This is an optimization exercise on Yosys and OpenROAD, whose aim is small area, not a production implementation. RTL that was checked went through simulation tests only; none was proved equivalent to the original. Power figures rest on the tool's default switching activity, not on a simulated workload. No driver is modelled on the clock port, so clocking that relies on it looks cheaper here than on a real chip.

==> module qr_out_deskew, before the edit <==
module qr_out_deskew #(
  parameter int CORDIC_PIPE_STAGE = qr_pkg::CORDIC_PIPE_STAGE,
  parameter int DATA_W            = qr_pkg::DATA_W,
  parameter int NUM_LANES         = qr_pkg::NUM_LANES,
  parameter int ROWS              = 4,
  parameter int FIFO_DEPTH        = 8
) (
  input  logic              Clk,
  input  logic              Reset,
  input  logic [3:0]        InValid,
  input  logic [DATA_W-1:0] InData1,
  input  logic [DATA_W-1:0] InData2,
  input  logic [DATA_W-1:0] InData3,
  input  logic [DATA_W-1:0] InData4,
  output logic              OutValid,
  input  logic              OutReady,
  output logic [DATA_W-1:0] OutData1,
  output logic [DATA_W-1:0] OutData2,
  output logic [DATA_W-1:0] OutData3,
  output logic [DATA_W-1:0] OutData4,
  output logic              OutLast,
  output logic              SkewErr,
  output logic              Overflow
);
  localparam int D    = CORDIC_PIPE_STAGE + 1;
  localparam int AW   = (FIFO_DEPTH > 1) ? $clog2(FIFO_DEPTH) : 1;
  localparam int CW   = $clog2(FIFO_DEPTH + 1);
  localparam int RW   = (ROWS > 1) ? $clog2(ROWS) : 1;
  localparam int ROWW = NUM_LANES * DATA_W;
  logic [DATA_W-1:0] in1, in2, dly0, dly1, dly2;
  logic [DATA_W-1:0] mid1, mid2;
  lane_delay #(.LEN(qr_pkg::lane_len(0, NUM_LANES, D)), .W(DATA_W))
    u_lane0 (.clk(Clk), .data(InData1), .delayed_data(dly0));
  lane_delay #(.LEN(D), .W(DATA_W))
    u_lane1a (.clk(Clk), .data(in1), .delayed_data(mid1));
  lane_delay #(.LEN(qr_pkg::lane_len(1, NUM_LANES, D) - D), .W(DATA_W))
    u_lane1b (.clk(Clk), .data(mid1), .delayed_data(dly1));
  lane_delay #(.LEN(D), .W(DATA_W))
    u_lane2a (.clk(Clk), .data(in2), .delayed_data(mid2));
  assign dly2 = mid2;
  logic [D-1:0] v0, all1, all2;
  logic [3:0]   rst_age;
  logic         live;
  logic         a1, o1, a2, o2, all_valid, any_valid;
  assign live      = (rst_age == 4'(D));
  assign a1        = live & v0[D-1] & InValid[1];
  assign o1        = (live & v0[D-1]) | InValid[1];
  assign a2        = live & all1[D-1] & InValid[2];
  assign o2        = (live & (all1[D-1] | mid1[0])) | InValid[2];
  assign all_valid = live & all2[D-1] & InValid[3];
  assign any_valid = (live & (all2[D-1] | mid2[0])) | InValid[3];
  assign in1 = {InData2[DATA_W-1:1], a1 ? InData2[0] : o1};
  assign in2 = {InData3[DATA_W-1:1], a2 ? InData3[0] : o2};
  always_ff @(posedge Clk) begin
    v0   <= {v0[D-2:0],   InValid[0]};
    all1 <= {all1[D-2:0], a1};
    all2 <= {all2[D-2:0], a2};
  end
  always_ff @(posedge Clk) begin
    if (Reset)     rst_age <= '0;
    else if (!live) rst_age <= rst_age + 1'b1;
  end
  logic            cand_valid;
  logic [ROWW-1:0] cand_row;
  logic            skew_err;
  always_ff @(posedge Clk) begin
    if (Reset) begin
      cand_valid <= 1'b0;
      skew_err   <= 1'b0;
    end else begin
      cand_valid <= all_valid;
      skew_err   <= any_valid & ~all_valid;
    end
  end
  always_ff @(posedge Clk) cand_row <= {InData4, dly2, dly1, dly0};
  logic [ROWW-1:0] mem [FIFO_DEPTH];
  logic [AW-1:0]   wr_ptr;
  logic [CW-1:0]   count;
  logic [RW-1:0]   row_cnt;
  logic            overflow;
  logic            full;
  logic            not_empty;
  logic            push;
  logic            pop;
  logic            drop;
  logic [ROWW-1:0] head;
  assign full      = (count == CW'(FIFO_DEPTH));
  assign not_empty = (count != '0);
  assign pop       = not_empty & OutReady;
  assign push      = cand_valid & (~full | pop);
  assign drop      = cand_valid & full & ~pop;
  always_ff @(posedge Clk) begin
    if (push) mem[wr_ptr] <= cand_row;
  end
  always_ff @(posedge Clk) begin
    if (Reset) begin
      wr_ptr   <= '0;
      count    <= '0;
      row_cnt  <= '0;
      overflow <= 1'b0;
    end else begin
      if (push) wr_ptr <= wr_ptr + 1'b1;
      case ({push, pop})
        2'b10:   count <= count + 1'b1;
        2'b01:   count <= count - 1'b1;
        default: count <= count;
      endcase
      if (pop) row_cnt <= (row_cnt == RW'(ROWS - 1)) ? '0 : row_cnt + 1'b1;
      if (drop) overflow <= 1'b1;
    end
  end
  logic [FIFO_DEPTH-1:0] rd_sel;
  always_ff @(posedge Clk) begin
    if (Reset)    rd_sel <= FIFO_DEPTH'(1);
    else if (pop) rd_sel <= {rd_sel[FIFO_DEPTH-2:0], rd_sel[FIFO_DEPTH-1]};
  end
  always_comb begin
    head = '0;
    for (int i = 0; i < FIFO_DEPTH; i++) head = head | ({ROWW{rd_sel[i]}} & mem[i]);
  end
  assign OutValid = not_empty;
  assign OutData1 = head[0*DATA_W +: DATA_W];
  assign OutData2 = head[1*DATA_W +: DATA_W];
  assign OutData3 = head[2*DATA_W +: DATA_W];
  assign OutData4 = head[3*DATA_W +: DATA_W];
  assign OutLast  = not_empty && (row_cnt == RW'(ROWS - 1));
  assign SkewErr  = skew_err;
  assign Overflow = overflow;
endmodule
Settings: LEC_CHECK=0, CAP_MARGIN=20, CORE_MARGIN=2, CORE_UTILIZATION=75, SLEW_MARGIN=20; clock period 5.0 ns.
standard.sh (not shown) runs the stock make flow with config.mk's settings and CLKGATE_MAP_FILE= SYNTH_SCRIPT=/design/flow/synth_recipe.tcl, a recipe that flattens the netlist after the stock synthesis.
==> flow/flow/run.sh <==
#!/bin/bash
# Standard ORFS layout, with two changes:
#  - the port buffers are the smallest buffer cell (buf_1) instead of the
#    resizer's default choice;
#  - clock tree synthesis inserts no dummy loads.
# Every tool's output goes to standard.log in this folder.
set -euo pipefail
export BUFFER_PORTS_ARGS="-buffer_cell sky130_fd_sc_hd__buf_1"
export CTS_ARGS="-sink_clustering_enable -repair_clock_nets -buf_list sky130_fd_sc_hd__clkbuf_16 -sink_clustering_size 32 -sink_clustering_max_diameter 80 -dont_use_dummy_load"
bash standard.sh finish "BUFFER_PORTS_ARGS=$BUFFER_PORTS_ARGS" "CTS_ARGS=$CTS_ARGS" > standard.log 2>&1
The baseline finished clean.
Change:
--- a/flow/design.v
+++ b/flow/design.v
@@ -105,41 +105,37 @@
       skew_err   <= any_valid & ~all_valid;
     end
   end
   always_ff @(posedge Clk) cand_row <= {InData4, dly2, dly1, dly0};
   logic [ROWW-1:0] mem [FIFO_DEPTH];
-  logic [AW-1:0]   wr_ptr;
-  logic [CW-1:0]   count;
+  logic [AW:0]     wr_ptr;
+  logic [AW:0]     rd_ptr;
   logic [RW-1:0]   row_cnt;
   logic            overflow;
   logic            full;
   logic            not_empty;
   logic            push;
   logic            pop;
   logic            drop;
   logic [ROWW-1:0] head;
-  assign full      = (count == CW'(FIFO_DEPTH));
-  assign not_empty = (count != '0);
+  assign full      = (wr_ptr == (rd_ptr ^ {1'b1, {AW{1'b0}}}));
+  assign not_empty = (wr_ptr != rd_ptr);
   assign pop       = not_empty & OutReady;
   assign push      = cand_valid & (~full | pop);
   assign drop      = cand_valid & full & ~pop;
   always_ff @(posedge Clk) begin
-    if (push) mem[wr_ptr] <= cand_row;
+    if (push) mem[wr_ptr[AW-1:0]] <= cand_row;
   end
   always_ff @(posedge Clk) begin
     if (Reset) begin
       wr_ptr   <= '0;
-      count    <= '0;
+      rd_ptr   <= '0;
       row_cnt  <= '0;
       overflow <= 1'b0;
     end else begin
       if (push) wr_ptr <= wr_ptr + 1'b1;
-      case ({push, pop})
-        2'b10:   count <= count + 1'b1;
-        2'b01:   count <= count - 1'b1;
-        default: count <= count;
-      endcase
+      if (pop)  rd_ptr <= rd_ptr + 1'b1;
       if (pop) row_cnt <= (row_cnt == RW'(ROWS - 1)) ? '0 : row_cnt + 1'b1;
       if (drop) overflow <= 1'b1;
     end
   end
   logic [FIFO_DEPTH-1:0] rd_sel;
- non-clock buffer count went down by 1
- clock skew went down by 21 ps
- wire length went down by 0.60%
- sequential power is about the same
- cell count is about the same
- power went down by 4.8%
- worst hold slack loses 23 ps
- die area barely changes
- critical path depth does not change
- worst setup slack loses 130 ps
- via count went down by 0.44%
Only the layout flow was run in the second run of this note; the RTL was not checked for function there.

afterwards: timing with drivers on the ports:
In the flow no input, the clock included, has a driving cell. The finished layouts below were timed again as built, in two steps.
Step 1, drivers: a clkbuf_16 drives Clk and a buf_2 each remaining input, both assumed.
Step 2 moves the port delays by t, midway between the first and last clock arrival at a register: inputs arrive t later, outputs are due t later. That takes back most of the time a late clock gives input paths.
Slacks: ideal / step 1 / step 2; pairs: ideal / step 1.
| run | shift t [ns] | slack for setup (ns) | slew at the worst register clock pin (ns) |
|---|---|---|---|
| the first run | 0.688 | 1.256 / 1.191 / 1.727 | 0.12 / 0.12 |
| the second run | 0.683 | 1.123 / 1.056 / 1.071 | 0.12 / 0.12 |
After both steps every run listed still meets setup and hold. For the second run, which loses most, drivers alone change the setup slack by -0.067 ns; drivers and shift together by -0.052 ns.
